This is an optimization exercise on Yosys and OpenROAD, whose aim is small area and few clock cycles per item, not a production implementation.
Function was checked by simulation only, so behaviour that the tests miss may differ from the original.
The clock port is modelled as an ideal driver; clocking choices that lean on that would not hold on a real chip.
No activity file was given, so power comes from the tool's default toggle rates.

--- flow/run.sh ---
#!/bin/bash
# Layout flow: the standard synthesis, then the standard ORFS steps with
# a few settings changed (see the make variables below). Each step's full
# output goes to a log file in the work folder.
set -euo pipefail
W=$(pwd)
F=$W/flow
TARGET=${OWN_TARGET:-finish}

# The standard synthesis, unchanged.
bash standard.sh synth > "$W/log_1_synth.txt" 2>&1

# Floorplan to final layout.
#  REMOVE_ABC_BUFFERS: drop the buffers that synthesis put on high-fanout
#    nets; repair_design buffers them again from the placement.
#  BUFFER_PORTS_ARGS: every port still gets a buffer, a plain buf_2.
#  CTS_ARGS: leaf clusters of up to 30 flip-flops on clkbuf_16, no dummy loads.
bash standard.sh \
  REMOVE_ABC_BUFFERS=1 \
  BUFFER_PORTS_ARGS="-buffer_cell sky130_fd_sc_hd__buf_2" \
  CTS_ARGS="${OWN_CTS_ARGS:--sink_clustering_enable -repair_clock_nets -dont_use_dummy_load -buf_list sky130_fd_sc_hd__clkbuf_8 -sink_clustering_size 20 -sink_clustering_max_diameter 80}" \
  OWN_FLOW_DIR="$F" OWN_CLK_SLEW_PS=100 POST_RESIZE_TCL="$F/post_resize.tcl" POST_CTS_TCL="$F/post_cts.tcl" \
  "$TARGET" > "$W/log_2_layout.txt" 2>&1
--- flow/downsize.tcl ---
# Downsize cells that drive more than they need to: for each combinational
# cell larger than the smallest drive strength, try the smaller drive strengths of the same cell, smallest first, and
# keep one when it adds no max slew or max capacitance violation and leaves
# the worst slack through the cell at least ds_margin (or no worse than it
# was). Only shrinks cells, so the placement stays legal.
proc ds_family_sizes { lib_cell_name } {
  if { ![regexp {^(sky130_fd_sc_hd__[a-z0-9]+)_([0-9]+)$} $lib_cell_name -> base size] } {
    return {}
  }
  set out {}
  foreach cell [get_lib_cells ${base}_*] {
    set n [get_name $cell]
    if { [regexp "^${base}_(\[0-9\]+)\$" $n -> s] && $s < $size && ![ds_dont_use $n] } {
      lappend out [list $s $n]
    }
  }
  return [lsort -integer -index 0 $out]
}

proc ds_dont_use { name } {
  foreach pat $::env(DONT_USE_CELLS) {
    if { [string match $pat $name] } { return 1 }
  }
  return 0
}

proc ds_inst_slack { inst } {
  set worst 1e30
  foreach pin [get_pins -of_objects $inst] {
    if { [catch { set s [get_property $pin slack_max] }] } { continue }
    if { [string is double -strict $s] && $s < $worst } { set worst $s }
  }
  return $worst
}

proc downsize_cells { ds_margin } {
  set_max_transition [expr { 1.5 * (100 - $::env(SLEW_MARGIN)) / 100.0 }] [current_design]
  set nslew [sta::max_slew_violation_count]
  set ncap [sta::max_capacitance_violation_count]
  set changed 0
  set saved 0.0
  foreach inst [get_cells *] {
    if { [catch { set cell [get_property $inst liberty_cell] }] || $cell eq "" || $cell eq "NULL" } { continue }
    set cname [get_name $cell]
    if { [string match "*df*" $cname] || [string match "*clkbuf*" $cname] || [string match "*conb*" $cname] } { continue }
    if { [regexp {_1$} $cname] || [regexp {_0$} $cname] } { continue }
    set fam [ds_family_sizes $cname]
    if { [llength $fam] == 0 } { continue }
    set s0 [ds_inst_slack $inst]
    set need [expr { $s0 < $ds_margin ? $s0 : $ds_margin }]
    set a0 [get_property $cell area]
    foreach c $fam {
      set cand [lindex $c 1]
      replace_cell $inst $cand
      estimate_parasitics -placement
      if { [sta::max_slew_violation_count] <= $nslew && [sta::max_capacitance_violation_count] <= $ncap && [ds_inst_slack $inst] >= $need } {
        incr changed
        set saved [expr { $saved + $a0 - [get_property [get_lib_cells $cand] area] }]
        break
      }
      replace_cell $inst $cname
      estimate_parasitics -placement
    }
  }
  set_max_transition 1.5 [current_design]
  puts "downsize_cells: $changed cells made smaller, [format %.1f $saved] um2 saved"
}
--- flow/post_cts.tcl ---
# After CTS: upsize the clock buffers whose flip-flops see a slow clock edge,
# then legalize, then shrink logic that repair_timing made larger than needed.
source $::env(OWN_FLOW_DIR)/downsize.tcl
estimate_parasitics -placement

proc clk_net_max_slew { inst } {
  set worst 0.0
  foreach pin [get_pins -of_objects $inst -filter "direction==output"] {
    foreach load [get_pins -of_objects [get_nets -of_objects $pin] -filter "direction==input"] {
      foreach a {slew_max_rise slew_max_fall} {
        if { [catch { set s [get_property $load $a] }] } { continue }
        if { [string is double -strict $s] && $s > $worst } { set worst $s }
      }
    }
  }
  return $worst
}

set clk_up {sky130_fd_sc_hd__clkbuf_1 sky130_fd_sc_hd__clkbuf_2 sky130_fd_sc_hd__clkbuf_4 sky130_fd_sc_hd__clkbuf_8 sky130_fd_sc_hd__clkbuf_16}
set limit [expr { $::env(OWN_CLK_SLEW_PS) / 1000.0 }]
for { set pass 0 } { $pass < 3 } { incr pass } {
  set n 0
  foreach inst [get_cells *] {
    if { [catch { set cell [get_name [get_property $inst liberty_cell]] }] } { continue }
    set i [lsearch $clk_up $cell]
    if { $i < 0 || $i == [llength $clk_up] - 1 } { continue }
    if { [clk_net_max_slew $inst] > $limit } {
      replace_cell $inst [lindex $clk_up [expr { $i + 1 }]]
      incr n
    }
  }
  puts "clock buffers upsized in pass $pass: $n"
  if { $n == 0 } { break }
}
detailed_placement
check_placement -verbose
estimate_parasitics -placement
downsize_cells 0.3
--- flow/post_resize.tcl ---
# After repair_design: shrink oversized buffers and gates.
source $::env(OWN_FLOW_DIR)/downsize.tcl
estimate_parasitics -placement
downsize_cells 0.3
--- standard.sh ---
#!/bin/bash
# synth_recipe.tcl (not shown) runs the flow's synth.tcl, then flattens the netlist and writes it again
# the make line also repeats each setting of config.mk as NAME=value (left out here)
make -C /OpenROAD-flow-scripts/flow DESIGN_CONFIG=/design/flow/config.mk WORK_HOME=/design/flow/orfs CLKGATE_MAP_FILE= SYNTH_SCRIPT=/design/flow/synth_recipe.tcl "${@:-finish}"
--- config.mk ---
export PLATFORM = sky130hd
export DESIGN_NAME = indexed_list_store_top
export DESIGN_NICKNAME = indexed_list_store_top
export VERILOG_FILES = /design/flow/design.v
export SDC_FILE = /design/flow/constraint.sdc
export NUM_CORES = 8
export LEC_CHECK = 0
export CAP_MARGIN = 20
export CORE_MARGIN = 2
export CORE_UTILIZATION = 55
export GPL_TIMING_DRIVEN = 0
export SETUP_SLACK_MARGIN = 0.25
export SLEW_MARGIN = 20
export SYNTH_HIERARCHICAL = 1
export SYNTH_MINIMUM_KEEP_SIZE = 0
--- constraint.sdc ---
create_clock -name core_clock -period 5.5 [get_ports {i_clk}]
set_input_delay 1.1000 -clock core_clock [delete_from_list [all_inputs] [get_ports {i_clk}]]
set_output_delay 1.1000 -clock core_clock [all_outputs]
set_load 0.01 [all_outputs]
--- design.v ---
`timescale 1ns / 1ps
`default_nettype none
package ils_pkg;
    localparam int CMD_W   = 3;
    localparam int POS_W   = 5;
    localparam int WORD_W  = 32;
    localparam int COUNT_W = 5;
    localparam int STAT_W  = 2;
    localparam int IDX_W   = 5;
    localparam int DEPTH_DEFAULT = 31;
    localparam int IN_TDATA_W  = 40;
    localparam int OUT_TDATA_W = 40;
    localparam logic [CMD_W-1:0] CMD_APPEND  = 3'd0;
    localparam logic [CMD_W-1:0] CMD_READ    = 3'd1;
    localparam logic [CMD_W-1:0] CMD_REPLACE = 3'd2;
    localparam logic [CMD_W-1:0] CMD_REMOVE  = 3'd3;
    localparam logic [CMD_W-1:0] CMD_INSERT  = 3'd4;
    localparam logic [STAT_W-1:0] ST_DONE  = 2'd0;
    localparam logic [STAT_W-1:0] ST_FULL  = 2'd1;
    localparam logic [STAT_W-1:0] ST_RANGE = 2'd2;
endpackage
`default_nettype wire
`timescale 1ns / 1ps
`default_nettype none
module ils_cell (
    input  wire                          i_clk,
    input  wire                          i_hold,
    input  wire                          i_sv,
    input  wire                          i_sl,
    input  wire  [ils_pkg::WORD_W-1:0]   i_val,
    input  wire  [ils_pkg::WORD_W-1:0]   i_left_s,
    input  wire                          i_left_p,
    output logic [ils_pkg::WORD_W-1:0]   o_s,
    output logic                         o_p
);
    localparam int W = ils_pkg::WORD_W;
    logic [W-1:0] r_s;
    logic         r_p;
    always_ff @(posedge i_clk) begin
        r_s <= ~((r_s & {W{i_hold}}) | (i_val & {W{i_sv}}) | (i_left_s & {W{i_sl}}));
        r_p <= ~((r_p & i_hold) | (i_left_p & i_sl));
    end
    assign o_s = r_s;
    assign o_p = r_p;
endmodule
`default_nettype wire
`timescale 1ns / 1ps
`default_nettype none
module ils_chain #(
    parameter int DEPTH = ils_pkg::DEPTH_DEFAULT
) (
    input  wire                          i_clk,
    input  wire  [DEPTH-1:0]             i_hold,
    input  wire  [DEPTH-1:0]             i_sv,
    input  wire  [DEPTH-1:0]             i_sl,
    input  wire  [ils_pkg::WORD_W-1:0]   i_val,
    input  wire  [DEPTH-1:0]             i_rd_sel,    
    output logic [ils_pkg::WORD_W-1:0]   o_rd_data
);
    localparam int W = ils_pkg::WORD_W;
    logic [W-1:0]     w_q [DEPTH];
    logic [DEPTH-1:0] w_p;
    for (genvar g = 0; g < DEPTH; g++) begin : g_cell
        localparam int LEFT = (g == 0) ? DEPTH - 1 : g - 1;
        ils_cell u_cell (
            .i_clk    (i_clk),
            .i_hold   (i_hold[g]),
            .i_sv     (i_sv[g]),
            .i_sl     (i_sl[g]),
            .i_val    (i_val),
            .i_left_s (w_q[LEFT]),
            .i_left_p (w_p[LEFT]),
            .o_s      (w_q[g]),
            .o_p      (w_p[g])
        );
    end
    localparam int G = (DEPTH + 2) / 3;
    logic [W-1:0] w_n [G];
    for (genvar g = 0; g < G; g++) begin : g_rd
        localparam int C0 = 3 * g;
        if (C0 + 3 <= DEPTH) begin : g_three
            ils_rd3 u_rd (
                .i_q0 (w_q[C0]),
                .i_s0 (i_rd_sel[C0]),
                .i_q1 (w_q[C0 + 1]),
                .i_s1 (i_rd_sel[C0 + 1]),
                .i_q2 (w_q[C0 + 2]),
                .i_s2 (i_rd_sel[C0 + 2]),
                .o_n  (w_n[g])
            );
        end else if (C0 + 2 == DEPTH) begin : g_two
            ils_rd2 u_rd (
                .i_q0 (w_q[C0]),
                .i_s0 (i_rd_sel[C0]),
                .i_q1 (w_q[C0 + 1]),
                .i_s1 (i_rd_sel[C0 + 1]),
                .o_n  (w_n[g])
            );
        end else begin : g_one
            ils_rd1 u_rd (
                .i_q0 (w_q[C0]),
                .i_s0 (i_rd_sel[C0]),
                .o_n  (w_n[g])
            );
        end
    end
    logic w_rd_p;
    assign w_rd_p = |(w_p & i_rd_sel);
    always_comb begin
        logic [W-1:0] all_n;
        all_n = '1;
        for (int k = 0; k < G; k++) all_n = all_n & w_n[k];
        o_rd_data = ~all_n ^ {W{w_rd_p}};
    end
endmodule
module ils_rd3 (
    input  wire  [ils_pkg::WORD_W-1:0] i_q0,
    input  wire                        i_s0,
    input  wire  [ils_pkg::WORD_W-1:0] i_q1,
    input  wire                        i_s1,
    input  wire  [ils_pkg::WORD_W-1:0] i_q2,
    input  wire                        i_s2,
    output logic [ils_pkg::WORD_W-1:0] o_n
);
    assign o_n = ~((i_q0 & {ils_pkg::WORD_W{i_s0}}) |
                   (i_q1 & {ils_pkg::WORD_W{i_s1}}) |
                   (i_q2 & {ils_pkg::WORD_W{i_s2}}));
endmodule
module ils_rd2 (
    input  wire  [ils_pkg::WORD_W-1:0] i_q0,
    input  wire                        i_s0,
    input  wire  [ils_pkg::WORD_W-1:0] i_q1,
    input  wire                        i_s1,
    output logic [ils_pkg::WORD_W-1:0] o_n
);
    assign o_n = ~((i_q0 & {ils_pkg::WORD_W{i_s0}}) |
                   (i_q1 & {ils_pkg::WORD_W{i_s1}}));
endmodule
module ils_rd1 (
    input  wire  [ils_pkg::WORD_W-1:0] i_q0,
    input  wire                        i_s0,
    output logic [ils_pkg::WORD_W-1:0] o_n
);
    assign o_n = ~(i_q0 & {ils_pkg::WORD_W{i_s0}});
endmodule
`default_nettype wire
`timescale 1ns / 1ps
`default_nettype none
module indexed_list_store_top #(
    parameter int DEPTH = ils_pkg::DEPTH_DEFAULT
) (
    input  wire                                 i_clk,
    input  wire                                 i_rst_n,
    input  wire  [ils_pkg::IN_TDATA_W-1:0]      s_axis_tdata,
    input  wire                                 s_axis_tvalid,
    output logic                                s_axis_tready,
    output logic [ils_pkg::OUT_TDATA_W-1:0]     m_axis_tdata,
    output logic                                m_axis_tvalid,
    input  wire                                 m_axis_tready
);
    localparam int IW = ils_pkg::IDX_W;
    localparam logic [IW-1:0] LAST = IW'(DEPTH - 1);
    function automatic logic [5:0] f_add31(input logic [4:0] x, input logic [4:0] y);
        logic [4:0] g, p, c;
        logic       cin;
        g   = x & y;
        p   = x ^ y;
        cin = g[4] | (p[4] & g[3]) | (p[4] & p[3] & g[2]) | (p[4] & p[3] & p[2] & g[1]) |
              (p[4] & p[3] & p[2] & p[1] & g[0]) | (&p);
        c[0] = cin;
        c[1] = g[0] | (p[0] & cin);
        c[2] = g[1] | (p[1] & g[0]) | (p[1] & p[0] & cin);
        c[3] = g[2] | (p[2] & g[1]) | (p[2] & p[1] & g[0]) | (p[2] & p[1] & p[0] & cin);
        c[4] = g[3] | (p[3] & g[2]) | (p[3] & p[2] & g[1]) | (p[3] & p[2] & p[1] & g[0]) |
               (p[3] & p[2] & p[1] & p[0] & cin);
        f_add31 = {cin, p ^ c};
    endfunction
    logic [ils_pkg::CMD_W-1:0]  w_cmd;
    logic [ils_pkg::POS_W-1:0]  w_pos;
    logic [ils_pkg::WORD_W-1:0] w_val;
    logic                       w_exec;      
    logic                       r_c_valid;
    logic [ils_pkg::IN_TDATA_W-1:0] r_c_data;
    assign w_exec   = r_c_valid && (!r_out_valid || m_axis_tready);
    assign w_cmd    = r_c_data[2:0];
    assign w_pos    = r_c_data[7:3];
    assign w_val    = r_c_data[39:8];
    logic [IW-1:0]              r_len;
    logic [IW-1:0]              r_head;
    logic                       r_out_valid;
    logic [ils_pkg::STAT_W-1:0] r_status;
    logic                       r_rd;
    logic [IW-1:0]              r_rd_idx;
    logic w_full, w_pos_lt, w_pos_gt;
    logic w_app, w_rd, w_rep, w_rem, w_ins;
    logic [ils_pkg::STAT_W-1:0] w_status;
    logic [IW-1:0] w_len_n;
    logic [IW-1:0] w_head1;  
    logic [IW-1:0] w_a;      
    logic [IW-1:0] w_b;      
    logic [IW-1:0] w_p;
    logic [IW-1:0] w_q;
    logic          w_do_val;
    logic          w_do_en;
    assign w_full   = (r_len == IW'(DEPTH));
    assign w_pos_lt = (w_pos < r_len);
    assign w_pos_gt = (w_pos > r_len);
    always_comb begin
        w_app    = 1'b0;
        w_rd     = 1'b0;
        w_rep    = 1'b0;
        w_rem    = 1'b0;
        w_ins    = 1'b0;
        w_status = ils_pkg::ST_DONE;
        case (w_cmd)
            ils_pkg::CMD_APPEND: begin
                if (w_full) w_status = ils_pkg::ST_FULL;
                else        w_app    = 1'b1;
            end
            ils_pkg::CMD_READ: begin
                if (w_pos_lt) w_rd     = 1'b1;
                else          w_status = ils_pkg::ST_RANGE;
            end
            ils_pkg::CMD_REPLACE: begin
                if (w_pos_lt) w_rep    = 1'b1;
                else          w_status = ils_pkg::ST_RANGE;
            end
            ils_pkg::CMD_REMOVE: begin
                if (w_pos_lt) w_rem    = 1'b1;
                else          w_status = ils_pkg::ST_RANGE;
            end
            ils_pkg::CMD_INSERT: begin
                if (w_full)        w_status = ils_pkg::ST_FULL;
                else if (w_pos_gt) w_status = ils_pkg::ST_RANGE;
                else               w_ins    = 1'b1;
            end
            default: ;
        endcase
    end
    assign w_len_n  = (w_app || w_ins) ? r_len + 1'b1 :
                      w_rem            ? r_len - 1'b1 : r_len;
    logic w_a_wrap, w_b_wrap;
    assign w_head1  = (r_head == LAST) ? '0 : r_head + 1'b1;
    assign {w_a_wrap, w_a} = f_add31(r_head, w_pos);
    assign {w_b_wrap, w_b} = f_add31(r_head, r_len);
    assign w_p      = (w_cmd == ils_pkg::CMD_APPEND) ? w_b :
                      (w_cmd == ils_pkg::CMD_REMOVE) ? w_head1 : w_a;
    assign w_q      = (w_cmd == ils_pkg::CMD_APPEND || w_cmd == ils_pkg::CMD_INSERT) ? w_b : w_a;
    assign w_do_val = r_c_valid && (w_app || w_rep || w_ins);
    assign w_do_en  = r_c_valid && (w_app || w_rep || w_ins || (w_rem && (w_pos != '0)));
    logic [DEPTH-1:0] w_lt_p;
    logic [DEPTH-1:0] w_gt_q;
    logic [DEPTH-1:0] w_hold;
    logic [DEPTH-1:0] w_sv;
    logic [DEPTH-1:0] w_sl;
    logic             w_nwrap;
    logic             w_e_en;
    logic             w_e_val;
    assign w_e_en  = w_exec && w_do_en;
    assign w_e_val = w_exec && w_do_val;
    assign w_nwrap = !((w_cmd == ils_pkg::CMD_INSERT) ? (w_b_wrap && !w_a_wrap) :
                       (w_cmd == ils_pkg::CMD_REMOVE) ? (w_a_wrap && (r_head != LAST)) : 1'b0);
    ils_therm #(.DEPTH (DEPTH), .GE (1'b1)) u_lt_p (.i_x (w_p), .i_en (w_e_en), .o_n (w_lt_p));
    ils_therm #(.DEPTH (DEPTH), .GE (1'b0)) u_gt_q (.i_x (w_q), .i_en (w_e_en), .o_n (w_gt_q));
    ils_dec   #(.DEPTH (DEPTH))             u_at_p (.i_x (w_p), .i_en (w_e_val), .o_sel (w_sv));
    for (genvar j = 0; j < DEPTH; j++) begin : g_ctl
        ils_ctl u_ctl (
            .i_lt   (w_lt_p[j]),
            .i_gt   (w_gt_q[j]),
            .i_nw   (w_nwrap),
            .i_sv   (w_sv[j]),
            .o_hold (w_hold[j]),
            .o_sl   (w_sl[j])
        );
    end
    logic [DEPTH-1:0] w_rd_sel;
    ils_dec #(.DEPTH (DEPTH)) u_rd_sel (.i_x (r_rd_idx), .i_en (r_rd), .o_sel (w_rd_sel));
    logic [ils_pkg::WORD_W-1:0] w_rd_data;
    ils_chain #(
        .DEPTH (DEPTH)
    ) u_chain (
        .i_clk     (i_clk),
        .i_hold    (w_hold),
        .i_sv      (w_sv),
        .i_sl      (w_sl),
        .i_val     (w_val),
        .i_rd_sel  (w_rd_sel),
        .o_rd_data (w_rd_data)
    );
    assign s_axis_tready = !r_c_valid || w_exec;
    always_ff @(posedge i_clk) begin
        if (!i_rst_n) begin
            r_c_valid <= 1'b0;
        end else if (s_axis_tready) begin
            r_c_valid <= s_axis_tvalid;
        end
    end
    always_ff @(posedge i_clk) begin
        if (s_axis_tready) begin
            r_c_data <= s_axis_tdata;
        end
    end
    always_ff @(posedge i_clk) begin
        if (!i_rst_n) begin
            r_len       <= '0;
            r_head      <= '0;
            r_out_valid <= 1'b0;
        end else begin
            if (w_exec) begin
                r_len       <= w_len_n;
                r_out_valid <= 1'b1;
                if (w_rem) r_head <= w_head1;
            end else if (m_axis_tready) begin
                r_out_valid <= 1'b0;
            end
        end
    end
    always_ff @(posedge i_clk) begin
        if (w_exec) begin
            r_status <= w_status;
            r_rd     <= w_rd;
            r_rd_idx <= w_a;
        end
    end
    assign m_axis_tvalid = r_out_valid;
    assign m_axis_tdata  = {1'b0, r_status, r_len, w_rd_data};
endmodule
module ils_therm #(
    parameter int DEPTH = ils_pkg::DEPTH_DEFAULT,
    parameter bit GE    = 1'b1
) (
    input  wire  [ils_pkg::IDX_W-1:0] i_x,
    input  wire                       i_en,
    output logic [DEPTH-1:0]          o_n
);
    for (genvar j = 0; j < DEPTH; j++) begin : g_bit
        if (GE) begin : g_ge
            assign o_n[j] = !(i_en && (ils_pkg::IDX_W'(j) >= i_x));
        end else begin : g_le
            assign o_n[j] = !(i_en && (ils_pkg::IDX_W'(j) <= i_x));
        end
    end
endmodule
module ils_dec #(
    parameter int DEPTH = ils_pkg::DEPTH_DEFAULT
) (
    input  wire  [ils_pkg::IDX_W-1:0] i_x,
    input  wire                       i_en,
    output logic [DEPTH-1:0]          o_sel
);
    for (genvar j = 0; j < DEPTH; j++) begin : g_bit
        assign o_sel[j] = i_en && (i_x == ils_pkg::IDX_W'(j));
    end
endmodule
module ils_ctl (
    input  wire  i_lt,
    input  wire  i_gt,
    input  wire  i_nw,
    input  wire  i_sv,
    output logic o_hold,
    output logic o_sl
);
    assign o_hold = (i_lt && i_gt) || (i_nw && (i_lt || i_gt));
    assign o_sl   = !(o_hold || i_sv);
endmodule
`default_nettype wire
==> flow_summary_export.csv, run 1 <==
group,metric,value,unit
final_layout,drive_gt1_share,11.3,%
timing,final_hold_viol_count,0,
place,placed_cells,4335,
min_path,hold_class,"reg -> reg",
die,start_util,55.4,%
final_layout,nNetsFinal,3523,
clock_tree,clock_sinks,1083,
timing,grt_setup_unrepaired,"true",
timing,period_minus_slack,5.29,ns
place,dp.final_hpwl,119,mm
pwr,p_seq_share,62.1,%
global_route,antenna_found_initial,6,
die,die_w,283,µm
global_route,grt_overflow,0,
global_route,grt_pass1_wl,266,mm
route,ant_nets,0,
timing,drv_slew,0,
route,drt_iter0_markers,15483,
route,wl,191,mm
worst_setup_path,worstPathArrival,4.19,ns
die,num_rows,102,
final_layout,layout.cells.non_filler,4495,
worst_setup_path,worstSetupPathType,"reg -> out",
final_layout,final_util,58.6,%
timing,slew_headroom,5.09,%
worst_setup_path,cp_max_fo,18,
pwr,ir_worst_vdd,0.275,mV
timing,finalClockSkew,0.0627,ns
logic_synthesis,synth-edff-count,48,
global_route,grt_max_degree,37,
logic_synthesis,ys_ff_latch,1083,
timing,max_freq,189,MHz
pwr,p_per_area,319,nW/µm²
logic_synthesis,ys_async_sr_fraction,0,%
pwr,switching_share,25.0,%
logic_synthesis,netlist_area,42900,µm²
logic_synthesis,yosys_warnings,11,
logic_synthesis,syn_area_per_cell,12.1,µm²
flow_run,cap_violations,0,
clock_tree,clk_pin_slew_worst_paths,0.09,ns
route,dr_wl_met2,78.4,mm
die,core,77300,µm²
worst_setup_path,crit_path_start_kind,"register",
pwr,clock_power_share,31.2,%
min_path,min_path_cells,1,
global_route,track_usage,43.9,%
clock_tree,clock_latency,0.67,ns
route,wl_per_cell,42.6,µm
timing,fin_crit_sh,96.1,%
final_layout,syn2layout_area_growth,5.82,%
logic_synthesis,synth-main-ff-cell,"dfxtp_1",
pwr,p_switching,3620,µW
route,wl_met3,35.2,mm
timing,setup_viol,0,
die,io_pins,86,
final_layout,final_common_cell,"a222oi_1",
worst_setup_path,endpoint_kind,"primary output",
route,drtPass1Iterations,23,
pwr,comb_power_share,6.7,%
logic_synthesis,synth_cells,3554,
worst_setup_path,r2r_cells,10,
timing,worst_slew_pin_slew,1.41,ns
pwr,p_total,14500,µW
global_route,grt_pass1_vias,38325,
route,viasPerCell,9.24,
outcome,status,"timing/DRC/antenna clean",
logic_synthesis,synth-seq-area-share,51.7,%
route,drc_errors,0,
pwr,p_int,10900,µW
die,die_h,283,µm
route,wl_met1,66.8,mm
place,gp_congestion,0.937,
worst_setup_path,crit_required,4.40,ns
logic_synthesis,yosysUniqueCellTypes,79,
final_layout,layout_common_cells,"a222oi_1, dfxtp_1, buf_1, nand2_1, buf_4",
route,routed.top_layer,"met5",
pwr,p_leak,0.0149,µW
route,vias,41555,
place,io_buffers,84,
die,dieArea,80200,µm²
clock_tree,tritoncts,"built",
## per-layer routing
metal  up-vias  track usage [%]
li1      16016                -
met1     20229             57.1
met2      4467             62.2
met3       833             18.9
met4        10             21.2
met5         -                0
## power by group through the flow
stage	logic, µW	registers [µW]	clock network, µW
final	970	9000	4510
after global routing	1030	9030	4770
after detailed placement	836	9170	0
after global placement	772	9160	0
after floorplan	652	8970	0
## final cells by class
class | instances | area, µm²
Timing Repair Buffer | 297 | 2150
Antenna cell | 1 | 2.50
Multi-Input combinational cell | 1993 | 18200
Tap cell | 1040 | 1300
Fill cell | 6417 | 32000
Inverter | 20 | 75.1
Clock buffer | 61 | 1490
Sequential cell | 1083 | 22200
## cell usage after synthesis (all sizes together) (6+ instances only)
cell / instances / area share (%)
edfxtp: 48 / 3.4
dfxtp: 1035 / 48
nor2: 110 / 1.2
nand4bb: 6 / 0.16
ha: 20 / 0.58
maj3: 31 / 0.81
inv: 20 / 0.18
nor2b: 7 / 0.10
or2: 6 / 0.088
a22oi: 41 / 0.72
a21o: 7 / 0.12
nand3: 43 / 0.51
a222oi: 1313 / 31
xnor2: 35 / 1.2
and3: 6 / 0.088
nand4: 69 / 1.0
nand2: 82 / 0.74
and2: 6 / 0.091
mux2i: 11 / 0.26
nand2b: 7 / 0.10
a21oi: 18 / 0.24
nor3: 37 / 0.43
buf: 329 / 5.4
o21ai: 55 / 0.65
clkbuf: 133 / 1.2
nand4b: 7 / 0.18
## modules after synthesis (local to each module, per instance), a selection
module,cells,times used,area (µm²),flops+latches
ils_rd3,41,10,403,0
ils_rd1,35,1,154,0
ils_cell,77,31,1040,33
ils_ctl,2,31,17.5,0
indexed_list_store_top,272,1,3170,60
## worst max-delay path, stage by stage (launching register included)
cell       delay [ns]
edfxtp_1         0.52
nand4bb_1        0.53
nor2_4           0.62
buf_4            0.42
a221oi_1         0.14
nand4_1          0.11
or3_4            0.36
buf_6            0.36
xnor2_1          0.25
buf_1            0.20
## sequential cells by signal, indices dropped and copies added (netlist names)
| name | cells |
|---|---|
| r_out_valid | 1 |
| r_c_valid | 1 |
| r_len | 5 |
| r_head | 5 |
| r_status | 2 |
| r_c_data | 40 |
| r_rd_idx | 5 |
| u_chain.g_cell.u_cell.r_s | 992 |
| u_chain.g_cell.u_cell.r_p | 31 |
| r_rd | 1 |
## stage by stage
step / TNS, ns / hold WS, ns / setup slack (ns) / instance area, µm²
floorplan: -8.31 / 0.438 / -0.373 / 40000
global placement: -3534.80 / 0.444 / -4.16 / 41800
detailed placement: -20.44 / 0.453 / -0.282 / 43100
global route: 0 / 0.482 / 0.204 / 45300
finish: 0 / 0.458 / 0.212 / 45300
## logic make-up after synthesis
logic type                 share of synthesized area, %
other                                           0.00875
buffers and inverters                              6.74
and+or+nand+nor                                    5.11
adders and majority gates                          1.54
DFF                                                51.7
xor gates and xnor gates                           1.28
muxes                                             0.257
AOI/OAI and AO/OA                                  33.3
## worst paths after layout
check	start	endpoint	slack, ns
max	r_rd_idx[2]	m_axis_tdata[10]	0.21
min	u_chain.g_cell[28].u_cell.r_s[14]	u_chain.g_cell[29].u_cell.r_s[14]	0.46
max reg2reg	r_c_data[4]	u_chain.g_cell[13].u_cell.r_s[18]	0.35
min reg2reg	u_chain.g_cell[28].u_cell.r_s[14]	u_chain.g_cell[29].u_cell.r_s[14]	0.46
Testbench counts, summed over its fixed seeds: cycles 24,016, items 24,000.
==> inputs of run 2 (changes only) <==
--- a/design.v
+++ b/design.v
@@ -179,12 +179,10 @@
     logic [ils_pkg::POS_W-1:0]  w_pos;
     logic [ils_pkg::WORD_W-1:0] w_val;
     logic                       w_exec;      
-    logic                       r_c_valid;
-    logic [ils_pkg::IN_TDATA_W-1:0] r_c_data;
-    assign w_exec   = r_c_valid && (!r_out_valid || m_axis_tready);
-    assign w_cmd    = r_c_data[2:0];
-    assign w_pos    = r_c_data[7:3];
-    assign w_val    = r_c_data[39:8];
+    assign w_exec   = s_axis_tvalid && s_axis_tready;
+    assign w_cmd    = s_axis_tdata[2:0];
+    assign w_pos    = s_axis_tdata[7:3];
+    assign w_val    = s_axis_tdata[39:8];
     logic [IW-1:0]              r_len;
     logic [IW-1:0]              r_head;
     logic                       r_out_valid;
@@ -246,8 +244,8 @@
     assign w_p      = (w_cmd == ils_pkg::CMD_APPEND) ? w_b :
                       (w_cmd == ils_pkg::CMD_REMOVE) ? w_head1 : w_a;
     assign w_q      = (w_cmd == ils_pkg::CMD_APPEND || w_cmd == ils_pkg::CMD_INSERT) ? w_b : w_a;
-    assign w_do_val = r_c_valid && (w_app || w_rep || w_ins);
-    assign w_do_en  = r_c_valid && (w_app || w_rep || w_ins || (w_rem && (w_pos != '0)));
+    assign w_do_val = w_app || w_rep || w_ins;
+    assign w_do_en  = w_app || w_rep || w_ins || (w_rem && (w_pos != '0));
     logic [DEPTH-1:0] w_lt_p;
     logic [DEPTH-1:0] w_gt_q;
     logic [DEPTH-1:0] w_hold;
@@ -287,19 +285,7 @@
         .i_rd_sel  (w_rd_sel),
         .o_rd_data (w_rd_data)
     );
-    assign s_axis_tready = !r_c_valid || w_exec;
-    always_ff @(posedge i_clk) begin
-        if (!i_rst_n) begin
-            r_c_valid <= 1'b0;
-        end else if (s_axis_tready) begin
-            r_c_valid <= s_axis_tvalid;
-        end
-    end
-    always_ff @(posedge i_clk) begin
-        if (s_axis_tready) begin
-            r_c_data <= s_axis_tdata;
-        end
-    end
+    assign s_axis_tready = !r_out_valid || m_axis_tready;
     always_ff @(posedge i_clk) begin
         if (!i_rst_n) begin
             r_len       <= '0;
==> run 2 against run 1 <==
Effect of this change:
- clock skew increased by 0.036 ns
- count of clock-buffer cells in the layout decreased by 2
- wire length decreased by 2.3%
- via count decreased by 1.2%
- global-route usage increased by 0.64 points
- clock power decreased by 3%
- still clean
- critical endpoint is now m_axis_tdata[4]
- register-to-register slack got worse by 0.05 ns
- total power increased by 8.9%
- fmax decreased by 1.8%
==> flow_summary_export.csv, run 2 <==
group,metric,value,unit
timing,fin_crit_sh,97.9,%
route,drtPass1Iterations,20,
die,dieArea,77800,µm²
die,core,74600,µm²
pwr,p_per_area,361,nW/µm²
logic_synthesis,synth-edff-count,8,
logic_synthesis,synth_top_cell_by_area,"dfxtp_1",
timing,max_freq,186,MHz
place,dpl_cell_area,42200,µm²
global_route,grt_overflow,0,
die,die_w,279,µm
final_layout,biggestRegsByFlops,"u_chain.g_cell.u_cell.r_s: 992 flops, u_chain.g_cell.u_cell.r_p: 31 flops",
worst_setup_path,rr_startpoint,"r_len[0]",
logic_synthesis,syn_area_per_cell,11.9,µm²
final_layout,final_util,58.6,%
pwr,p_switching,4290,µW
clock_tree,clock_sinks,1042,
global_route,grt_pass1_wl,260,mm
min_path,min_path_cells,1,
worst_setup_path,worstSetupPathType,"reg -> out",
route,wl,187,mm
route,drc_errors,0,
final_layout,largest_reg_flops,992,
global_route,grt_pass1_vias,37516,
logic_synthesis,yosysUniqueCellTypes,77,
place,io_buffers,84,
logic_synthesis,ys_async_sr_fraction,0,%
pwr,p_leak,0.0144,µW
timing,drv_slew,0,
global_route,track_usage,44.5,%
timing,fin_ws,0.118,ns
die,io_pins,86,
outcome,status,"timing/DRC/antenna clean",
timing,final_hold_viol_count,0,
pwr,clock_power_share,27.7,%
place,dp.final_hpwl,116,mm
logic_synthesis,ys_ff_latch,1042,
final_layout,fillers,6205,
final_layout,regMostFlops,"u_chain.g_cell.u_cell.r_s",
route,viasPerCell,9.44,
worst_setup_path,reg2reg_to,"u_chain.g_cell[1].u_cell.r_s[18]",
logic_synthesis,netlist_top_cells_area,"dfxtp_1, a222oi_1, buf_2",
min_path,min_from,"u_chain.g_cell[26].u_cell.r_s[2]",
pwr,p_int,11500,µW
final_layout,nNetsFinal,3449,
logic_synthesis,synth-main-ff-cell,"dfxtp_1",
worst_setup_path,r2r_cells,11,
place,gp_congestion,0.929,
final_layout,drive_gt1_share,12.1,%
pwr,comb_power_share,10.8,%
final_layout,design_area,43700,µm²
route,vias,41053,
worst_setup_path,endpoint_kind,"primary output",
logic_synthesis,synthTopCellsByCount,"a222oi_1, dfxtp_1, buf_2, clkbuf_1, buf_6",
pwr,switching_share,27.2,%
global_route,grt_max_degree,36,
clock_tree,clk_pin_slew_worst_paths,0.09,ns
global_route,use_met2,63.3,%
worst_setup_path,worstPathArrival,4.28,ns
timing,finalClockSkew,0.0986,ns
clock_tree,clock_latency,0.68,ns
logic_synthesis,yosys_warnings,11,
logic_synthesis,synth.most_common_cell,"a222oi_1",
min_path,worstHoldEndpoint,"u_chain.g_cell[27].u_cell.r_s[2]",
die,start_util,55.7,%
worst_setup_path,crit_required,4.40,ns
logic_synthesis,synth-seq-area-share,50.4,%
global_route,busiest_layer,"met2",
final_layout,syn2layout_area_growth,5.09,%
timing,setup_viol,0,
timing,grt_setup_unrepaired,"true",
flow_run,cap_violations,0,
route,ant_nets,0,
min_path,hold_class,"reg -> reg",
route,wl_per_cell,43.0,µm
die,die_h,279,µm
timing,whs,0.428,ns
timing,worst_slew_pin_slew,1.26,ns
logic_synthesis,synth_top_area_share,49.8,%
place,dpl_worst_slack,-0.926,ns
clock_tree,tritoncts,"built",
global_route,gr-usage-met3,16.8,%
worst_setup_path,regToRegSetupSlack,0.30,ns
die,num_rows,100,
pwr,p_seq_share,61.5,%
pwr,ir_worst_vdd,0.317,mV
timing,period_minus_slack,5.38,ns
final_layout,layout_common_cells,"a222oi_1, dfxtp_1, buf_4, nand2_1, buf_2",
worst_setup_path,cp_max_fo,14,
logic_synthesis,netlist_area,41600,µm²
final_layout,final_common_cell,"a222oi_1",
global_route,antenna_found_initial,6,
global_route,use_met1,59.3,%
worst_setup_path,crit_path_start_kind,"register",
route,drt_iter0_markers,14440,
timing,tns,0,ns
timing,slew_headroom,15.8,%
logic_synthesis,synth_cells,3503,
run 2: worst max path at each step:
| stage | start | end | cells past startpoint |
|---|---|---|---|
| after floorplan | r_rd_idx[4] | m_axis_tdata[0] | 7 |
| after global placement | s_axis_tdata[4] | u_chain.g_cell[3].u_cell.r_s[24] | 13 |
| after detailed placement | s_axis_tdata[3] | u_chain.g_cell[5].u_cell.r_s[30] | 16 |
| after global routing | r_rd_idx[3] | m_axis_tdata[16] | 9 |
| final | r_rd_idx[2] | m_axis_tdata[4] | 8 |
run 2: kinds of logic after synthesis:
group                      synth area share (%)
adders and majority gates                  1.59
DFF                                        50.4
and+or+nand+nor                            5.09
buffers and inverters                      6.95
AOI/OAI and AO/OA                          34.4
other                                   0.00902
muxes                                     0.274
xor gates and xnor gates                   1.34
run 2: worst max-delay path: stages, from the launching register on:
cell	delay, ns
edfxtp_1	0.52
nand4bb_2	0.44
nor2_1	0.43
buf_1	0.96
a222oi_1	0.21
nand4_1	0.53
nor3_1	0.17
xnor2_1	0.20
buf_1	0.18
run 2: final cells by class:
class                      instances  area (µm²)  area share (%)
multi-input combinational       1983       18100            41.5
timing repair buffer             277        1880            4.31
inverter                          19        71.3           0.163
sequential                      1042       20900            48.0
tap                              969        1210            2.78
clock buffer                      59        1440            3.30
antenna                            2        5.00          0.0115
run 2: through the flow:
step           power, µW  cells
2_1_floorplan      10600   3040
3_3_place_gp       11200   4093
3_5_place_dp       11400   4208
5_1_grt            16200   4349
6_report           15800   4351
run 2: metal layers:
metal  vias to the layer above  part of all wire [%]
met5                         -                 0.076
met4                        10                   5.5
met3                       722                    18
met2                      4408                    41
met1                     20127                    35
li1                      15786                     -
run 2: Yosys stat by module (local to each module, per instance), excerpt:
module                  flops+latches  area [µm²]  copies in the design
ils_ctl                             0        17.5                    31
indexed_list_store_top             19        1910                     1
ils_rd1                             0         154                     1
ils_cell                           33        1040                    31
ils_rd3                             0         403                    10
run 2: power by group through the flow:
stage / Sequential [µW] / Clock [µW] / Combinational, µW
floorplan: 9390 / 0 / 1240
global placement: 9680 / 0 / 1560
detailed placement: 9730 / 0 / 1640
global route: 9760 / 4590 / 1810
finish: 9700 / 4360 / 1710
Testbench counts of run 2, summed over its fixed seeds: cycles 24,008, items 24,000.
==> inputs of run 3 (changes only) <==
--- a/design.v
+++ b/design.v
@@ -27,21 +27,16 @@
     input  wire                          i_hold,
     input  wire                          i_sv,
     input  wire                          i_sl,
-    input  wire  [ils_pkg::WORD_W-1:0]   i_val,
-    input  wire  [ils_pkg::WORD_W-1:0]   i_left_s,
-    input  wire                          i_left_p,
-    output logic [ils_pkg::WORD_W-1:0]   o_s,
-    output logic                         o_p
+    input  wire  [ils_pkg::WORD_W-1:0]   i_x,
+    input  wire  [ils_pkg::WORD_W-1:0]   i_left,
+    output logic [ils_pkg::WORD_W-1:0]   o_s
 );
     localparam int W = ils_pkg::WORD_W;
     logic [W-1:0] r_s;
-    logic         r_p;
     always_ff @(posedge i_clk) begin
-        r_s <= ~((r_s & {W{i_hold}}) | (i_val & {W{i_sv}}) | (i_left_s & {W{i_sl}}));
-        r_p <= ~((r_p & i_hold) | (i_left_p & i_sl));
+        r_s <= ~((r_s & {W{i_hold}}) | (i_x & {W{i_sv}}) | (i_left & {W{i_sl}}));
     end
     assign o_s = r_s;
-    assign o_p = r_p;
 endmodule
 `default_nettype wire
 `timescale 1ns / 1ps
@@ -54,12 +49,15 @@
     input  wire  [DEPTH-1:0]             i_sv,
     input  wire  [DEPTH-1:0]             i_sl,
     input  wire  [ils_pkg::WORD_W-1:0]   i_val,
+    input  wire                          i_phase,     
+    input  wire                          i_rd_inv,    
     input  wire  [DEPTH-1:0]             i_rd_sel,    
     output logic [ils_pkg::WORD_W-1:0]   o_rd_data
 );
     localparam int W = ils_pkg::WORD_W;
-    logic [W-1:0]     w_q [DEPTH];
-    logic [DEPTH-1:0] w_p;
+    logic [W-1:0] w_q [DEPTH];
+    logic [W-1:0] w_x;
+    assign w_x = i_val ^ {W{i_phase}};
     for (genvar g = 0; g < DEPTH; g++) begin : g_cell
         localparam int LEFT = (g == 0) ? DEPTH - 1 : g - 1;
         ils_cell u_cell (
@@ -67,11 +65,9 @@
             .i_hold   (i_hold[g]),
             .i_sv     (i_sv[g]),
             .i_sl     (i_sl[g]),
-            .i_val    (i_val),
-            .i_left_s (w_q[LEFT]),
-            .i_left_p (w_p[LEFT]),
-            .o_s      (w_q[g]),
-            .o_p      (w_p[g])
+            .i_x      (w_x),
+            .i_left   (w_q[LEFT]),
+            .o_s      (w_q[g])
         );
     end
     localparam int G = (DEPTH + 2) / 3;
@@ -104,13 +100,11 @@
             );
         end
     end
-    logic w_rd_p;
-    assign w_rd_p = |(w_p & i_rd_sel);
     always_comb begin
         logic [W-1:0] all_n;
         all_n = '1;
         for (int k = 0; k < G; k++) all_n = all_n & w_n[k];
-        o_rd_data = ~all_n ^ {W{w_rd_p}};
+        o_rd_data = ~all_n ^ {W{i_rd_inv}};
     end
 endmodule
 module ils_rd3 (
@@ -274,6 +268,11 @@
     logic [DEPTH-1:0] w_rd_sel;
     ils_dec #(.DEPTH (DEPTH)) u_rd_sel (.i_x (r_rd_idx), .i_en (r_rd), .o_sel (w_rd_sel));
     logic [ils_pkg::WORD_W-1:0] w_rd_data;
+    logic r_phase;
+    always_ff @(posedge i_clk) begin
+        if (!i_rst_n) r_phase <= 1'b0;
+        else          r_phase <= !r_phase;
+    end
     ils_chain #(
         .DEPTH (DEPTH)
     ) u_chain (
@@ -282,6 +281,8 @@
         .i_sv      (w_sv),
         .i_sl      (w_sl),
         .i_val     (w_val),
+        .i_phase   (r_phase),
+        .i_rd_inv  (r_phase && r_rd),
         .i_rd_sel  (w_rd_sel),
         .o_rd_data (w_rd_data)
     );
==> run 3 against run 2 <==
Effect of this change:
- combinational power grew 13%
- largest power group unchanged
- highest routed layer unchanged
- first-iteration DRC count shrank 9.4%
- flip-flop and latch count is 30 lower
- fmax barely moved
- via count is 5.7% lower
- die area up 0.36%
- wire length is 11% lower
- area after synthesis is 0.37% higher
==> flow_summary_export.csv, run 3 <==
group,metric,value,unit
die,die_h,279,µm
timing,tns,0,ns
clock_tree,clock_latency,0.64,ns
min_path,min_from,"u_chain.g_cell[4].u_cell.r_s[9]",
logic_synthesis,yosys_warnings,11,
global_route,grt_overflow,0,
timing,drv_slew,0,
die,core,74800,µm²
logic_synthesis,synth-simple-area-share,5.58,%
pwr,p_leak,0.0141,µW
outcome,status,"timing/DRC/antenna clean",
final_layout,multi_input_area,18000,µm²
place,placed_cells,4183,
logic_synthesis,synth_top_family_by_area,"compound AO/OA/AOI/OAI gates",
final_layout,drive_gt1_share,10.9,%
min_path,min_path_cells,1,
pwr,p_total,15600,µW
final_layout,nNetsFinal,3394,
timing,final_hold_viol_count,0,
die,num_rows,100,
worst_setup_path,reg2reg_to,"u_chain.g_cell[20].u_cell.r_s[27]",
logic_synthesis,synth-edff-count,8,
die,start_util,55.7,%
logic_synthesis,synth_top_area_share,48.2,%
logic_synthesis,synth_fa_ha_area_share,1.58,%
timing,grt_setup_unrepaired,"true",
route,viasPerCell,9.02,
final_layout,regArea,20300,µm²
place,dp.final_hpwl,109,mm
flow_run,cap_violations,0,
route,vias,38728,
final_layout,fillers,6350,
global_route,grt_pass1_wl,237,mm
clock_tree,clock_sinks,1012,
die,die_w,279,µm
global_route,grt_max_degree,37,
route,drtPass1Iterations,22,
worst_setup_path,endpoint_kind,"primary output",
logic_synthesis,synth_top_cell_by_area,"dfxtp_1",
logic_synthesis,ys_async_sr_fraction,0,%
route,wl_per_cell,38.6,µm
global_route,antenna_found_initial,4,
route,drt_iter0_markers,13083,
final_layout,largest_reg_flops,992,
final_layout,syn2layout_area_growth,2.47,%
final_layout,final_util,57.1,%
clock_tree,clk_pin_slew_worst_paths,0.10,ns
worst_setup_path,regToRegSetupSlack,0.52,ns
die,dieArea,78100,µm²
final_layout,layout.cells.non_filler,4295,
logic_synthesis,syn_area_per_cell,12.2,µm²
global_route,grt_pass1_vias,35385,
final_layout,regMostFlops,"u_chain.g_cell.u_cell.r_s",
worst_setup_path,crit_required,4.40,ns
timing,finalClockSkew,0.0645,ns
final_layout,final_common_cell,"a222oi_1",
place,io_buffers,84,
route,drc_errors,0,
pwr,p_per_area,365,nW/µm²
logic_synthesis,synth-seq-area-share,48.8,%
logic_synthesis,synth_xor_area_share,1.45,%
logic_synthesis,synth-main-ff-cell,"dfxtp_1",
logic_synthesis,synth.most_common_cell,"a222oi_1",
logic_synthesis,netlist_area,41700,µm²
timing,slew_headroom,22.2,%
timing,max_freq,186,MHz
worst_setup_path,rr_startpoint,"r_head[1]",
timing,setup_viol,0,
logic_synthesis,synth_compound_area_share,33.4,%
final_layout,layout_common_cells,"a222oi_1, dfxtp_1, buf_1, nand2_1, buf_2",
timing,fin_crit_sh,97.9,%
route,ant_nets,0,
min_path,hold_class,"reg -> reg",
worst_setup_path,worstPathArrival,4.29,ns
logic_synthesis,ys_ff_latch,1012,
worst_setup_path,cp_max_fo,21,
logic_synthesis,yosysUniqueCellTypes,77,
route,wl,166,mm
logic_synthesis,synthMuxAreaShare,0.264,%
clock_tree,tritoncts,"built",
worst_setup_path,r2r_cells,14,
logic_synthesis,synth_cells,3407,
logic_synthesis,netlist_top_cells_area,"dfxtp_1, a222oi_1, buf_6",
die,io_pins,86,
logic_synthesis,synthTopCellsByCount,"a222oi_1, dfxtp_1, buf_6, buf_2",
worst_setup_path,worstSetupPathType,"reg -> out",
global_route,track_usage,39.7,%
pwr,ir_worst_vdd,0.261,mV
place,gp_congestion,0.905,
min_path,worstHoldEndpoint,"u_chain.g_cell[5].u_cell.r_s[9]",
worst_setup_path,crit_path_start_kind,"register",
timing,period_minus_slack,5.39,ns
timing,worst_slew_pin_slew,1.17,ns
[run 3: changes by cell type after synthesis, sizes merged, moves of 5 or more]
cell,before,now
clkbuf,134,9
buf,329,395
a22oi,40,2
xor2,2,34
dfxtp,1034,1004
nand4,72,66
nor2,105,110
[run 3: cell families (layout without fill, tap and decap cells)]
group                      after synthesis  count (layout)
DFF                                   1012            1012
muxes                                   11              11
xor gates and xnor gates                69              69
adders and majority gates               54              54
other                                    1               2
and+or+nand+nor                        403             408
buffers and inverters                  425             337
AOI/OAI and AO/OA                     1432            1433
[run 3: how the worst max path moves through the flow]
stage               slack, ns                           endpoint  cells after the start             from
floorplan               -0.66  u_chain.g_cell[20].u_cell.r_s[30]                      9  s_axis_tdata[4]
global placement        -4.52  u_chain.g_cell[23].u_cell.r_s[30]                     10  s_axis_tdata[4]
detailed placement      -0.71   u_chain.g_cell[1].u_cell.r_s[22]                     13  s_axis_tdata[3]
global route             0.24                   m_axis_tdata[18]                      8      r_rd_idx[3]
finish                   0.11                    m_axis_tdata[3]                      8      r_rd_idx[3]
[run 3: cell type report]
class,instances,area share [%]
antenna,1,0.00585
timing repair buffer,258,4.01
multi-input combinational,1976,42.1
inverter,21,0.184
clock buffer,58,3.29
tap,969,2.84
sequential,1012,47.6
[run 3: Yosys stat by module, one instance, submodules excluded, excerpt]
module | cells | area, µm²
ils_rd3 | 41 | 403
ils_ctl | 2 | 17.5
ils_rd1 | 35 | 154
indexed_list_store_top | 232 | 1960
ils_cell | 73 | 1040
[run 3: metal layers]
metal  share of wire, %  wire length (µm)  GRT usage [%]
met1                 38             62600           53.4
met2                 43             71000           58.9
met3                 16             25700           13.1
met4                3.7              6130           15.2
met5              0.089               148           1.25
[run 3: worst max-delay path: stages, from the launching register on]
cell       delay (ns)
edfxtp_1         0.58
nand4bb_2        0.45
nor2_2           0.77
buf_2            0.66
a222oi_1         0.22
nand4_1          0.37
nor3_1           0.20
xnor2_1          0.21
buf_1            0.17
[run 3: where the power goes]
group	internal, µW	switching, µW
sequential	8430	1020
combinational	1020	909
clock	1800	2420
total	11300	4350
[run 3: stage by stage]
stage          instance area, µm²  setup WS, ns  hold slack (ns)
2_1_floorplan               38000        -0.665            0.439
6_report                    42700         0.113            0.425
5_1_grt                     42700         0.235            0.428
3_3_place_gp                39700         -4.52            0.445
3_5_place_dp                41300        -0.710            0.452
Testbench counts of run 3, summed over its fixed seeds: cycles 24,008, items 24,000.
==> inputs of run 4 (changes only) <==
--- a/flow/run.sh
+++ b/flow/run.sh
@@ -14,10 +14,10 @@
 #  REMOVE_ABC_BUFFERS: drop the buffers that synthesis put on high-fanout
 #    nets; repair_design buffers them again from the placement.
 #  BUFFER_PORTS_ARGS: every port still gets a buffer, a plain buf_2.
-#  CTS_ARGS: leaf clusters of up to 30 flip-flops on clkbuf_16, no dummy loads.
+#  CTS_ARGS: leaf clusters of up to 25 flip-flops on clkbuf_16, no dummy loads.
 bash standard.sh \
   REMOVE_ABC_BUFFERS=1 \
   BUFFER_PORTS_ARGS="-buffer_cell sky130_fd_sc_hd__buf_2" \
-  CTS_ARGS="${OWN_CTS_ARGS:--sink_clustering_enable -repair_clock_nets -dont_use_dummy_load -buf_list sky130_fd_sc_hd__clkbuf_8 -sink_clustering_size 20 -sink_clustering_max_diameter 80}" \
+  CTS_ARGS="${OWN_CTS_ARGS:--sink_clustering_enable -repair_clock_nets -dont_use_dummy_load -buf_list sky130_fd_sc_hd__clkbuf_16 -sink_clustering_size 25 -sink_clustering_max_diameter 90}" \
   OWN_FLOW_DIR="$F" OWN_CLK_SLEW_PS=100 POST_RESIZE_TCL="$F/post_resize.tcl" POST_CTS_TCL="$F/post_cts.tcl" \
   "$TARGET" > "$W/log_2_layout.txt" 2>&1
==> run 4 against run 3 <==
Effect of this change:
- clock skew fell by 0.024 ns
- utilization fell by 0.097 points
- via count rose by 0.14%
- area after synthesis did not move
- highest routed layer unchanged
==> flow_summary_export.csv, run 4 <==
group,metric,value,unit
outcome,status,"timing/DRC/antenna clean",
logic_synthesis,synth.most_common_cell,"a222oi_1",
clock_tree,clk_pin_slew_worst_paths,0.10,ns
die,core,74800,µm²
worst_setup_path,r2r_cells,13,
worst_setup_path,critical_path.max_stage_delay,0.72,ns
route,viasPerCell,9.03,
timing,period_minus_slack,5.35,ns
pwr,p_total,15300,µW
pwr,comb_power_share,12.7,%
die,die_w,279,µm
min_path,worstHoldEndpoint,"u_chain.g_cell[19].u_cell.r_s[10]",
global_route,use_met1,53.4,%
logic_synthesis,synthTopCellsByCount,"a222oi_1, dfxtp_1, buf_6, buf_2",
route,wl_per_cell,38.6,µm
die,dieArea,78100,µm²
global_route,antenna_found_initial,6,
logic_synthesis,ys_ff_latch,1012,
worst_setup_path,crit_required,4.40,ns
logic_synthesis,synth-edff-count,8,
min_path,min_from,"u_chain.g_cell[18].u_cell.r_s[10]",
route,wl,166,mm
global_route,grt_overflow,0,
global_route,grt_max_degree,37,
worst_setup_path,worstSetupPathType,"reg -> out",
logic_synthesis,yosysUniqueCellTypes,77,
worst_setup_path,worstPathArrival,4.25,ns
logic_synthesis,yosys_warnings,11,
route,drc_errors,0,
place,dpl_cell_area,41300,µm²
final_layout,final_common_cell,"a222oi_1",
global_route,track_usage,39.6,%
final_layout,regMostFlops,"u_chain.g_cell.u_cell.r_s",
pwr,p_leak,0.0140,µW
worst_setup_path,regToRegSetupSlack,0.41,ns
route,ant_nets,0,
logic_synthesis,ys_async_sr_fraction,0,%
worst_setup_path,crit_family,"simple AND/OR/NAND/NOR gates",
final_layout,final_util,57.0,%
final_layout,fillers,6322,
worst_setup_path,crit_buf_inv,2,
global_route,busiest_layer,"met2",
flow_run,cap_violations,0,
timing,whs,0.453,ns
timing,setup_viol,0,
pwr,p_per_area,358,nW/µm²
timing,final_hold_viol_count,0,
global_route,gr-usage-met3,13.0,%
logic_synthesis,synth-main-ff-cell,"dfxtp_1",
clock_tree,clock_sinks,1012,
final_layout,largest_reg_flops,992,
global_route,grt_pass1_vias,35182,
clock_tree,clock_latency,0.64,ns
die,die_h,279,µm
timing,drv_slew,0,
route,drtPass1Iterations,20,
timing,finalClockSkew,0.0404,ns
die,num_rows,100,
die,start_util,55.7,%
timing,max_freq,187,MHz
pwr,p_switching,4270,µW
worst_setup_path,endpoint_kind,"primary output",
worst_setup_path,cp_max_fo,30,
worst_setup_path,cp_cell_sequence,"nand2b_2, nor2_1, buf_2, a222oi_1, nand4_1, nor3_1, xnor2_1, buf_1",
pwr,clock_power_share,25.4,%
final_layout,layout_common_cells,"a222oi_1, dfxtp_1, buf_1, nand2_1, nand4_1",
pwr,switching_share,28.0,%
die,io_pins,86,
logic_synthesis,netlist_top_cells_area,"dfxtp_1, a222oi_1, buf_6",
timing,worst_slew_pin_slew,1.21,ns
logic_synthesis,syn_area_per_cell,12.2,µm²
global_route,grt_pass1_wl,237,mm
worst_setup_path,rr_startpoint,"r_len[3]",
min_path,hold_class,"reg -> reg",
final_layout,drive_gt1_share,11.0,%
final_layout,design_area,42700,µm²
pwr,p_int,11000,µW
worst_setup_path,critPathSlowestCell,"a222oi_1",
place,dp.final_hpwl,109,mm
worst_setup_path,reg2reg_to,"u_chain.g_cell[1].u_cell.r_s[18]",
clock_tree,tritoncts,"built",
timing,slew_headroom,19.6,%
logic_synthesis,netlist_area,41700,µm²
final_layout,syn2layout_area_growth,2.30,%
pwr,ir_worst_vdd,0.260,mV
global_route,use_met2,59.1,%
worst_setup_path,crit_start,"r_rd_idx[0]",
timing,fin_crit_sh,97.2,%
logic_synthesis,synth_cells,3407,
logic_synthesis,synth_top_area_share,48.2,%
logic_synthesis,synth-seq-area-share,48.8,%
logic_synthesis,synth_top_cell_by_area,"dfxtp_1",
place,gp_congestion,0.905,
final_layout,nNetsFinal,3391,
place,io_buffers,84,
route,vias,38782,
min_path,min_path_cells,1,
worst_setup_path,crit_path_start_kind,"register",
pwr,p_seq_share,61.9,%
timing,grt_setup_unrepaired,"true",
route,drt_iter0_markers,12919,
[run 4: layout make-up]
cell class,instances,area (µm²),area share (%)
inverters,21,78.8,0.185
diodes,2,5.00,0.0117
multi-input cells,1978,18000,42.3
well taps,969,1210,2.84
clock buffers,47,1180,2.76
flip-flops and latches,1012,20300,47.7
repair buffers,264,1810,4.24
[run 4: metrics by stage]
step                worst slack (ns)  instances  TNS (ns)
floorplan                     -0.665       3003   -310.17
detailed placement            -0.710       4183   -351.22
global route                   0.218       4291         0
global placement               -4.52       4056  -3452.88
finish                         0.154       4293         0
[run 4: logic make-up (layout without fill, tap and decap cells)]
logic type	after synthesis	in the layout	share of synthesized area [%]
AO/OA/AOI/OAI	1432	1432	33.4
XOR/XNOR	69	69	1.45
adder cells (fa/ha/maj)	54	54	1.58
buffers and inverters	425	332	9.00
flip-flops	1012	1012	48.8
multiplexers	11	11	0.264
other	1	3	0.00899
AND/OR/NAND/NOR	403	411	5.58
[run 4: power by group through the flow]
| stage | sequential, µW | combinational [µW] | clock, µW |
|---|---|---|---|
| finish | 9450 | 1940 | 3870 |
| detailed placement | 9510 | 1870 | 0 |
| floorplan | 9190 | 1430 | 0 |
| global route | 9530 | 2060 | 4130 |
| global placement | 9480 | 1750 | 0 |
[run 4: how the worst max path moves through the flow]
stage,cells past startpoint,slack [ns],to
final,8,0.15,m_axis_tdata[22]
after global routing,13,0.22,u_chain.g_cell[5].u_cell.r_s[10]
after detailed placement,13,-0.71,u_chain.g_cell[1].u_cell.r_s[22]
after global placement,10,-4.52,u_chain.g_cell[23].u_cell.r_s[30]
after floorplan,9,-0.66,u_chain.g_cell[20].u_cell.r_s[30]
[run 4: layer usage]
layer	wire length, µm	vias to the layer above
li1	-	15555
met1	61900	19288
met2	71500	3448
met3	26300	485
met4	6010	6
met5	136	-
[run 4: Yosys stat by module, one instance, submodules excluded, excerpt]
module	flops+latches	copies in the design	cell area, µm²
ils_cell	32	31	1040
ils_ctl	0	31	17.5
ils_rd1	0	1	154
ils_rd3	0	10	403
indexed_list_store_top	20	1	1960
==> inputs of run 5 (changes only) <==
--- a/flow/run.sh
+++ b/flow/run.sh
@@ -15,6 +15,10 @@
 #    nets; repair_design buffers them again from the placement.
 #  BUFFER_PORTS_ARGS: every port still gets a buffer, a plain buf_2.
 #  CTS_ARGS: leaf clusters of up to 25 flip-flops on clkbuf_16, no dummy loads.
+#  POST_RESIZE_TCL (post_resize.tcl): after repair_design, shrink buffers and
+#    gates that are larger than their loads and timing need (downsize.tcl).
+#  POST_CTS_TCL (post_cts.tcl): upsize clock buffers whose flip-flops see a
+#    clock slew above OWN_CLK_SLEW_PS, then shrink logic again.
 bash standard.sh \
   REMOVE_ABC_BUFFERS=1 \
   BUFFER_PORTS_ARGS="-buffer_cell sky130_fd_sc_hd__buf_2" \
--- a/config.mk
+++ b/config.mk
@@ -8,7 +8,7 @@
 export CAP_MARGIN = 20
 export CORE_MARGIN = 2
 export CORE_UTILIZATION = 55
-export GPL_TIMING_DRIVEN = 0
+export GPL_TIMING_DRIVEN = 1
 export SETUP_SLACK_MARGIN = 0.25
 export SLEW_MARGIN = 20
 export SYNTH_HIERARCHICAL = 1
==> run 5 against run 4 <==
Effect of this change:
- still clean on timing, DRC and antenna
- combinational power about the same
- global-route usage decreased by 2.6 points
- clock power hardly changed
- non-clock buffer count is 30 lower
- clock skew is 0.026 ns higher
- total power shrank 0.19%
- wire length decreased by 8.0%
- sequential power hardly changed
- fmax is 1.9% higher
- synthesized cell count is the same
- worst hold slack lost 0.0097 ns
- die area unchanged
- highest routed layer unchanged
==> flow_summary_export.csv, run 5 <==
group,metric,value,unit
outcome,status,"timing/DRC/antenna clean",
worst_setup_path,critical_path.max_stage_delay,0.76,ns
logic_synthesis,syn_area_per_cell,12.2,µm²
place,placed_cells,4204,
timing,fin_ws,0.253,ns
timing,drv_slew,0,
worst_setup_path,crit_path_start_kind,"register",
clock_tree,clk_pin_slew_worst_paths,0.10,ns
place,dp.final_hpwl,102,mm
logic_synthesis,synth_top_area_share,48.2,%
clock_tree,clock_latency,0.64,ns
logic_synthesis,netlist_top_cells_area,"dfxtp_1, a222oi_1, buf_6",
worst_setup_path,crit_buf_inv,2,
global_route,antenna_found_initial,3,
route,vias,37523,
worst_setup_path,endpoint_kind,"primary output",
global_route,track_usage,37.0,%
route,wl_per_cell,35.9,µm
die,core,74800,µm²
timing,max_freq,191,MHz
global_route,grt_pass1_vias,33404,
pwr,ir_worst_vdd,0.318,mV
die,dieArea,78100,µm²
final_layout,final_common_cell,"a222oi_1",
logic_synthesis,synth_cells,3407,
logic_synthesis,netlist_area,41700,µm²
timing,tns,0,ns
clock_tree,tritoncts,"built",
min_path,hold_class,"reg -> reg",
logic_synthesis,synth-main-ff-cell,"dfxtp_1",
final_layout,drive_gt1_share,6.82,%
final_layout,largest_reg_flops,992,
timing,grt_setup_unrepaired,"false",
timing,fin_crit_sh,95.4,%
timing,worst_slew_pin_slew,1.19,ns
logic_synthesis,synth.most_common_cell,"a222oi_1",
final_layout,fillers,6429,
final_layout,nNetsFinal,3353,
worst_setup_path,critPathSlowestCell,"a222oi_1",
worst_setup_path,worstSetupPathType,"reg -> out",
logic_synthesis,yosys_warnings,11,
die,die_h,279,µm
clock_tree,clock_sinks,1012,
final_layout,layout.cells.non_filler,4253,
timing,period_minus_slack,5.25,ns
final_layout,multi_input_area,17900,µm²
global_route,grt_max_degree,33,
global_route,grt_pass1_wl,227,mm
place,gp_congestion,0.952,
die,num_rows,100,
die,io_pins,86,
worst_setup_path,crit_family,"simple AND/OR/NAND/NOR gates",
logic_synthesis,synth-seq-area-share,48.8,%
timing,setup_viol,0,
die,start_util,55.7,%
route,ant_nets,0,
pwr,p_per_area,365,nW/µm²
logic_synthesis,ys_ff_latch,1012,
worst_setup_path,crit_required,4.40,ns
logic_synthesis,synthTopCellsByCount,"a222oi_1, dfxtp_1, buf_6, buf_2",
route,drt_iter0_markers,13498,
die,die_w,279,µm
route,drc_errors,0,
global_route,grt_overflow,0,
final_layout,regArea,20300,µm²
worst_setup_path,cp_cell_sequence,"nand2_1, nor2_1, buf_2, a222oi_1, nand4_1, nor3_1, xnor2_1, buf_1",
logic_synthesis,synth_top_cell_by_area,"dfxtp_1",
worst_setup_path,worstPathArrival,4.15,ns
pwr,p_leak,0.0137,µW
flow_run,cap_violations,0,
logic_synthesis,ys_async_sr_fraction,0,%
logic_synthesis,yosysUniqueCellTypes,77,
timing,whs,0.444,ns
logic_synthesis,synth-edff-count,8,
timing,slew_headroom,20.4,%
route,wl,152,mm
final_layout,regMostFlops,"u_chain.g_cell.u_cell.r_s",
timing,final_hold_viol_count,0,
route,drtPass1Iterations,19,
place,dpl_worst_slack,0.176,ns
worst_setup_path,cp_max_fo,32,
timing,finalClockSkew,0.0662,ns
route,viasPerCell,8.82,
place,io_buffers,84,
final_layout,layout_common_cells,"a222oi_1, dfxtp_1, buf_2, nor2_1, buf_1",
final_layout,syn2layout_area_growth,0.135,%
final_layout,antenna_cells,0,
run 5: cell counts after synthesis:
No cell type changed its count.
run 5: cells by family after synthesis:
| family | after synthesis | share of synthesized area [%] |
|---|---|---|
| compound gates | 1432 | 33.4 |
| other cells | 1 | 0.00899 |
| simple gates | 403 | 5.58 |
| flops | 1012 | 48.8 |
| fa+ha+maj | 54 | 1.58 |
| buf+inv | 425 | 9.00 |
| xor+xnor | 69 | 1.45 |
| mux | 11 | 0.264 |
run 5: area by class of cell:
cell class	instances	share of cell area, %
clock buffer	47	2.82
inverter	21	0.189
multi-input combinational	1970	42.8
sequential	1012	48.7
tap	969	2.90
timing repair buffer	234	2.62
run 5: path summary, 6_finish.rpt:
check | cells after the start | startpoint | slack [ns] | end
max | 8 | r_rd_idx[0] | 0.25 | m_axis_tdata[19]
min reg2reg | 1 | u_chain.g_cell[4].u_cell.r_s[21] | 0.44 | u_chain.g_cell[5].u_cell.r_s[21]
max reg2reg | 13 | r_head[1] | 0.41 | u_chain.g_cell[24].u_cell.r_s[29]
min | 1 | u_chain.g_cell[4].u_cell.r_s[21] | 0.44 | u_chain.g_cell[5].u_cell.r_s[21]
run 5: routing by layer:
metal  track usage, %  share of wire (%)  vias up
met4             5.31                1.6        4
met2             54.3                 42     3248
met3             9.52                 16      205
met5                0              0.015        -
met1             55.6                 41    18652
li1                 -                  -    15414
run 5: report_power, final:
part	total [µW]	internal, µW	switching, µW
clock	3850	1530	2320
combinational	1920	1020	901
sequential	9460	8430	1030
total	15200	11000	4250
run 5: through the flow:
| stage | total power [µW] | cell area (µm²) | utilization (%) |
|---|---|---|---|
| after detailed placement | 11400 | 40600 | 54.2 |
| after floorplan | 10600 | 38000 | - |
| final | 15200 | 41800 | 55.8 |
| after global placement | 11300 | 41600 | 55.6 |
| after global routing | 15700 | 41800 | 55.8 |
run 5: modules after synthesis (local to each module, per instance), excerpt:
| module | area [µm²] | cells | copies in the design | flops+latches |
|---|---|---|---|---|
| ils_ctl | 17.5 | 2 | 31 | 0 |
| indexed_list_store_top | 1960 | 232 | 1 | 20 |
| ils_rd3 | 403 | 41 | 10 | 0 |
| ils_rd1 | 154 | 35 | 1 | 0 |
| ils_cell | 1040 | 73 | 31 | 32 |

## static timing again, ports no longer ideal
How much do the figures lean on ideal ports? The routed layouts below were timed once more, with nothing changed but the port constraints. Step 1: set_driving_cell puts a clkbuf_16 on i_clk and a buf_2 on each other input, an assumption about the parent block. Step 2 times the ports against the registers' clock, not the clock port: input delays grow and output delays shrink by t, the midpoint of the rising clock arrivals with the driver on. Three values: no drivers, after step 1, after step 2; two values: the first two.
run | t (ns) | setup slack, ns | slew at the worst register clock pin (ns)
run 1 | 0.720 | 0.212 / 0.136 / 0.346 | 0.09 / 0.09
run 2 | 0.708 | 0.118 / 0.044 / -0.407 | 0.10 / 0.10
run 3 | 0.697 | 0.113 / 0.041 / -0.232 | 0.10 / 0.10
run 4 | 0.691 | 0.154 / 0.079 / -0.323 | 0.10 / 0.10
run 5 | 0.672 | 0.253 / 0.186 / 0.001 | 0.10 / 0.10
Met with ideal ports but missed after step 2: setup timing in run 2, run 3 and run 4. The setup slack of run 2, which loses most, moves by -0.074 ns with the drivers and by -0.525 ns with both steps.
